Background: an optimization exercise with open tools, aiming at small area and a short achievable clock period. Do not read the settings as production practice. In this exercise RTL edits were held to simulation tests only and were not proved equivalent to the original. Power is estimated from default activity; no workload was simulated.

==> build 46 <==
// matvec_alu_top
module matvec_alu_top (
    input  logic        clk,
    input  logic        rst,
    input  logic        in_valid,
    input  logic [31:0] mat_word,
    input  logic [31:0] vec_word,
    input  logic [2:0]  pattern,
    output logic        out_valid,
    output logic [25:0] res_0,
    output logic [25:0] res_1,
    output logic [25:0] res_2,
    output logic [25:0] res_3
);
clock: 5.2 ns
lec_check: 0
cap_margin: 20
core_margin: 2
core_utilization: 40
cts_cluster_diameter: 120
cts_cluster_size: 24
gpl_routability_driven: 0
setup_slack_margin: 1.9
slew_margin: 20
synth_hierarchical: 1
standard.sh (not shown) runs the stock make flow with config.mk's settings and CLKGATE_MAP_FILE= SYNTH_SCRIPT=/design/flow/synth_recipe.tcl, a recipe that flattens the netlist after the stock synthesis.
==> flow/flow/run.sh <==
#!/bin/bash
# standard layout, with plain buf_1 cells as the port buffers
set -euo pipefail
export BUFFER_PORTS_ARGS="-buffer_cell sky130_fd_sc_hd__buf_1"
bash standard.sh > standard.log 2>&1
==> inputs of trial 69, as changes to build 46 <==
Settings changed: ABC_AREA set to 1, GPL_ROUTABILITY_DRIVEN 0 to not set.
==> inputs of trial 13, as changes to build 46 <==
--- a/flow/design.v
+++ b/flow/design.v
@@ -122,13 +122,12 @@
 module sum4g (
     input  logic [15:0] t0,
     input  logic [15:0] t1,
     input  logic [15:0] t2,
     input  logic [15:0] t3,
     input  logic [2:0]  e,
-    input  logic [2:0]  en,
     output logic [17:0] y
 );
     logic g1, g2, g3, g4, g5, g6, g7, g8, g9, g10, g11, g12, g13, g14, g15, g16, g17, g18, g19, g20, g21, g22, g23, g24, g25, g26, g27, g28, g29, g30, g31, g32, g33, g34, g35, g36, g37, g38, g39, g40, g41, g42, g43, g44, g45, g46, g47, g48, g49, s50, c51, s52, c53, s54, c55, s56, c57, s58, c59, s60, c61, s62, c63, s64, c65, s66, c67, s68, c69, s70, c71, s72, c73, s74, c75, s76, c77, s78, c79, s80, c81, s82, c83, s84, c85, s86, c87, s88, c89, s90, c91, s92, c93, s94, c95, s96, c97, s98, c99, s100, c101, s102, c103, s104, c105, s106, c107, s108, c109, s110, c111, s112, c113;
     logic [17:0] r0, r1;
     assign g1 = ~t0[15];
     assign g2 = e[0] & t1[0];
@@ -136,52 +135,52 @@
     assign g4 = e[0] & t1[2];
     assign g5 = e[0] & t1[3];
     assign g6 = e[0] & t1[4];
     assign g7 = e[0] & t1[5];
     assign g8 = e[0] & t1[6];
     assign g9 = e[0] & t1[7];
-    assign g10 = ~en[0] & t1[8];
-    assign g11 = ~en[0] & t1[9];
-    assign g12 = ~en[0] & t1[10];
-    assign g13 = ~en[0] & t1[11];
-    assign g14 = ~en[0] & t1[12];
-    assign g15 = ~en[0] & t1[13];
-    assign g16 = ~en[0] & t1[14];
-    assign g17 = ~(~en[0] & t1[15]);
+    assign g10 = e[0] & t1[8];
+    assign g11 = e[0] & t1[9];
+    assign g12 = e[0] & t1[10];
+    assign g13 = e[0] & t1[11];
+    assign g14 = e[0] & t1[12];
+    assign g15 = e[0] & t1[13];
+    assign g16 = e[0] & t1[14];
+    assign g17 = ~(e[0] & t1[15]);
     assign g18 = e[1] & t2[0];
     assign g19 = e[1] & t2[1];
     assign g20 = e[1] & t2[2];
     assign g21 = e[1] & t2[3];
     assign g22 = e[1] & t2[4];
     assign g23 = e[1] & t2[5];
     assign g24 = e[1] & t2[6];
     assign g25 = e[1] & t2[7];
-    assign g26 = ~en[1] & t2[8];
-    assign g27 = ~en[1] & t2[9];
-    assign g28 = ~en[1] & t2[10];
-    assign g29 = ~en[1] & t2[11];
-    assign g30 = ~en[1] & t2[12];
-    assign g31 = ~en[1] & t2[13];
-    assign g32 = ~en[1] & t2[14];
-    assign g33 = ~(~en[1] & t2[15]);
+    assign g26 = e[1] & t2[8];
+    assign g27 = e[1] & t2[9];
+    assign g28 = e[1] & t2[10];
+    assign g29 = e[1] & t2[11];
+    assign g30 = e[1] & t2[12];
+    assign g31 = e[1] & t2[13];
+    assign g32 = e[1] & t2[14];
+    assign g33 = ~(e[1] & t2[15]);
     assign g34 = e[2] & t3[0];
     assign g35 = e[2] & t3[1];
     assign g36 = e[2] & t3[2];
     assign g37 = e[2] & t3[3];
     assign g38 = e[2] & t3[4];
     assign g39 = e[2] & t3[5];
     assign g40 = e[2] & t3[6];
     assign g41 = e[2] & t3[7];
-    assign g42 = ~en[2] & t3[8];
-    assign g43 = ~en[2] & t3[9];
-    assign g44 = ~en[2] & t3[10];
-    assign g45 = ~en[2] & t3[11];
-    assign g46 = ~en[2] & t3[12];
-    assign g47 = ~en[2] & t3[13];
-    assign g48 = ~en[2] & t3[14];
-    assign g49 = ~(~en[2] & t3[15]);
+    assign g42 = e[2] & t3[8];
+    assign g43 = e[2] & t3[9];
+    assign g44 = e[2] & t3[10];
+    assign g45 = e[2] & t3[11];
+    assign g46 = e[2] & t3[12];
+    assign g47 = e[2] & t3[13];
+    assign g48 = e[2] & t3[14];
+    assign g49 = ~(e[2] & t3[15]);
     ha_cell u_s50 (.a(t0[0]), .b(g2), .s(s50), .co(c51));
     fa_cell u_s52 (.a(t0[1]), .b(g3), .c(g19), .s(s52), .co(c53));
     fa_cell u_s54 (.a(t0[2]), .b(g4), .c(g20), .s(s54), .co(c55));
     fa_cell u_s56 (.a(t0[3]), .b(g5), .c(g21), .s(s56), .co(c57));
     fa_cell u_s58 (.a(t0[4]), .b(g6), .c(g22), .s(s58), .co(c59));
     fa_cell u_s60 (.a(t0[5]), .b(g7), .c(g23), .s(s60), .co(c61));
@@ -216,13 +215,12 @@
     sum4g_add u_add (.a(r0), .b(r1), .y(y));
 endmodule
 module sum2g (
     input  logic [15:0] t0,
     input  logic [15:0] t1,
     input  logic [0:0]  e,
-    input  logic [0:0]  en,
     output logic [16:0] y
 );
     logic g1, g2, g3, g4, g5, g6, g7, g8, g9, g10, g11, g12, g13, g14, g15, g16, g17;
     logic [16:0] r0, r1;
     assign g1 = ~t0[15];
     assign g2 = e[0] & t1[0];
@@ -230,20 +228,20 @@
     assign g4 = e[0] & t1[2];
     assign g5 = e[0] & t1[3];
     assign g6 = e[0] & t1[4];
     assign g7 = e[0] & t1[5];
     assign g8 = e[0] & t1[6];
     assign g9 = e[0] & t1[7];
-    assign g10 = ~en[0] & t1[8];
-    assign g11 = ~en[0] & t1[9];
-    assign g12 = ~en[0] & t1[10];
-    assign g13 = ~en[0] & t1[11];
-    assign g14 = ~en[0] & t1[12];
-    assign g15 = ~en[0] & t1[13];
-    assign g16 = ~en[0] & t1[14];
-    assign g17 = ~(~en[0] & t1[15]);
+    assign g10 = e[0] & t1[8];
+    assign g11 = e[0] & t1[9];
+    assign g12 = e[0] & t1[10];
+    assign g13 = e[0] & t1[11];
+    assign g14 = e[0] & t1[12];
+    assign g15 = e[0] & t1[13];
+    assign g16 = e[0] & t1[14];
+    assign g17 = ~(e[0] & t1[15]);
     assign r0 = {1'b1, g1, t0[14], t0[13], t0[12], t0[11], t0[10], t0[9], t0[8], t0[7], t0[6], t0[5], t0[4], t0[3], t0[2], t0[1], t0[0]};
     assign r1 = {1'b0, g17, g16, g15, g14, g13, g12, g11, g10, g9, g8, g7, g6, g5, g4, g3, g2};
     sum2g_add u_add (.a(r0), .b(r1), .y(y));
 endmodule
 `default_nettype wire
 `default_nettype none
@@ -785,57 +783,48 @@
         end
         b1 <= pattern;
     end
     logic [15:0] q [4];
     logic [15:0] p [4];
     logic [3:0]  g;
-    logic [3:0]  gn;
     logic [2:0]  b2;
     for (genvar gi = 0; gi < 4; gi++) begin : g_mul
         mul8s u_mul (.a(m1[31-8*gi -: 8]), .one(one1[gi]), .two(two1[gi]), .neg(neg1[gi]), .p(q[gi]));
     end
     always_ff @(posedge clk) begin
         for (int i = 0; i < 4; i++) begin
             p[i] <= q[i];
         end
         g  <= {~b1[2], ~b1[1] & ~b1[2], ~b1[1], ~b1[0]};
-        gn <= {b1[2], b1[1] | b1[2], b1[1], b1[0]};
         b2 <= b1;
     end
     logic [17:0] y_n, y3;
     logic [16:0] u_n, u3;
     logic [15:0] p0_3, p3_3;
-    sum4g u_y (.t0(p[1]), .t1(p[0]), .t2(p[2]), .t3(p[3]), .e(g[2:0]), .en(gn[2:0]), .y(y_n));
-    sum2g u_u (.t0(p[2]), .t1(p[3]), .e(g[3]), .en(gn[3]), .y(u_n));
+    sum4g u_y (.t0(p[1]), .t1(p[0]), .t2(p[2]), .t3(p[3]), .e(g[2:0]), .y(y_n));
+    sum2g u_u (.t0(p[2]), .t1(p[3]), .e(g[3]), .y(u_n));
     logic z0n, c1y, c1u, c1p, c2u, c2p, c3p;
-    logic c1un, c1pn, c2un, c2pn, c3pn;
     always_ff @(posedge clk) begin
         y3   <= y_n;
         u3   <= u_n;
         p0_3 <= p[0];
         p3_3 <= p[3];
         z0n  <= ~b2[0];
         c1y  <= b2[0];
         c1u  <= ~b2[0] & b2[1];
         c1p  <= ~b2[0] & ~b2[1] & b2[2];
         c2u  <= b2[0] & b2[1];
         c2p  <= b2[2] & (b2[0] ^ b2[1]);
         c3p  <= &b2;
-        c1un <= ~(~b2[0] & b2[1]);
-        c1pn <= ~(~b2[0] & ~b2[1] & b2[2]);
-        c2un <= ~(b2[0] & b2[1]);
-        c2pn <= ~(b2[2] & (b2[0] ^ b2[1]));
-        c3pn <= ~(&b2);
     end
     logic [17:0] s0, s1, s2, s3;
     always_comb begin
         s0 = z0n ? y3 : 18'($signed(p0_3));
-        s1 = ({18{c1y}} & y3) | ({{9{~c1un}}, {9{c1u}}} & 18'($signed(u3)))
-           | ({{9{~c1pn}}, {9{c1p}}} & 18'($signed(p3_3)));
-        s2 = ({{9{~c2un}}, {9{c2u}}} & 18'($signed(u3))) | ({{9{~c2pn}}, {9{c2p}}} & 18'($signed(p3_3)));
-        s3 = {{9{~c3pn}}, {9{c3p}}} & 18'($signed(p3_3));
+        s1 = ({18{c1y}} & y3) | ({18{c1u}} & 18'($signed(u3))) | ({18{c1p}} & 18'($signed(p3_3)));
+        s2 = ({18{c2u}} & 18'($signed(u3))) | ({18{c2p}} & 18'($signed(p3_3)));
+        s3 = {18{c3p}} & 18'($signed(p3_3));
     end
     assign res_0 = 26'($signed(s0));
     assign res_1 = 26'($signed(s1));
     assign res_2 = 26'($signed(s2));
     assign res_3 = 26'($signed(s3));
 endmodule
Settings changed: CTS_CLUSTER_DIAMETER 120 to not set, CTS_CLUSTER_SIZE 24 to not set, GPL_ROUTABILITY_DRIVEN 0 to not set, SETUP_SLACK_MARGIN 1.9 to 2.1.
==> run notes <==
Via count, highest first: trial 69, trial 13, build 46. Clock skew, lowest first: trial 13, build 46, trial 69. The highest critical path depth belongs to trial 69, the lowest to build 46. Setup slack: build 46 < trial 13 < trial 69. Of trial 13 and trial 69, trial 69 has the higher flip-flop and latch count (gap 6). The highest non-clock buffer count belongs to trial 13, the lowest to trial 69. Core utilization, lowest first: trial 69, build 46, trial 13. The highest count of clock-buffer cells in the layout belongs to trial 13, the lowest to trial 69.
==> figures <==
item                                                           trial 69        trial 13        build 46
Cell with the largest stage delay on the worst path             dfxtp_1            fa_2            fa_1
Fraction of area in multi-input gates                             0.588           0.586           0.601
Reg-to-Reg Start                                                 m1[22]          m1[22]           m1[7]
Outcome                                                  finished clean  finished clean  finished clean
Final-layout clock-cell area share                               0.0246          0.0509          0.0237
Placed Area                                                  18,800 um2      16,600 um2      16,700 um2
Layout cells sized above 1                                       0.0732           0.226           0.117
Placed cells                                                      3,338           2,160           2,188
Routed via count divided by cell count                             4.78            5.30            5.27
Arrival time at the worst endpoint                              3.46 ns         3.57 ns         3.58 ns
Floorplan core area                                          45,500 um2      39,800 um2      39,900 um2
Leading cell type in the layout, fill and taps excluded         nand2_1           buf_1           buf_1
Crit path setup slack, layout                                   2.14 ns         2.06 ns         1.98 ns
Filler Cells Inserted                                             4,779           3,799           3,840
Peak supply drop                                             0.000272 V      0.000364 V      0.000352 V
Syn Nets                                                          3,007           1,906           1,926
Final Total Pwr                                                0.0108 W        0.0133 W        0.0117 W

re-timing with driven ports:
How much do the figures lean on ideal ports? The routed layouts below were timed once more, with nothing changed but the port constraints. Step 1 assumes that a clkbuf_16 drives the clock port and a buf_2 every other input. Step 2 also shifts input and output timing later by t, the mid clock arrival at the registers, as if the neighbouring blocks saw the same clock. Three values: ideal ports, drivers, drivers and shift; two values: the first two.
| run | shift t [ns] | setup WS [ns] | worst hold slack (ns) |
|---|---|---|---|
| build 46 | 0.538 | 1.981 / 1.980 / 1.981 | 0.321 / 0.296 / 0.355 |
| trial 69 | 0.566 | 2.138 / 2.138 / 2.138 | 0.304 / 0.275 / 0.323 |
| trial 13 | 0.607 | 2.058 / 2.058 / 2.058 | 0.271 / 0.238 / 0.345 |
After both steps every run listed still meets setup and hold.
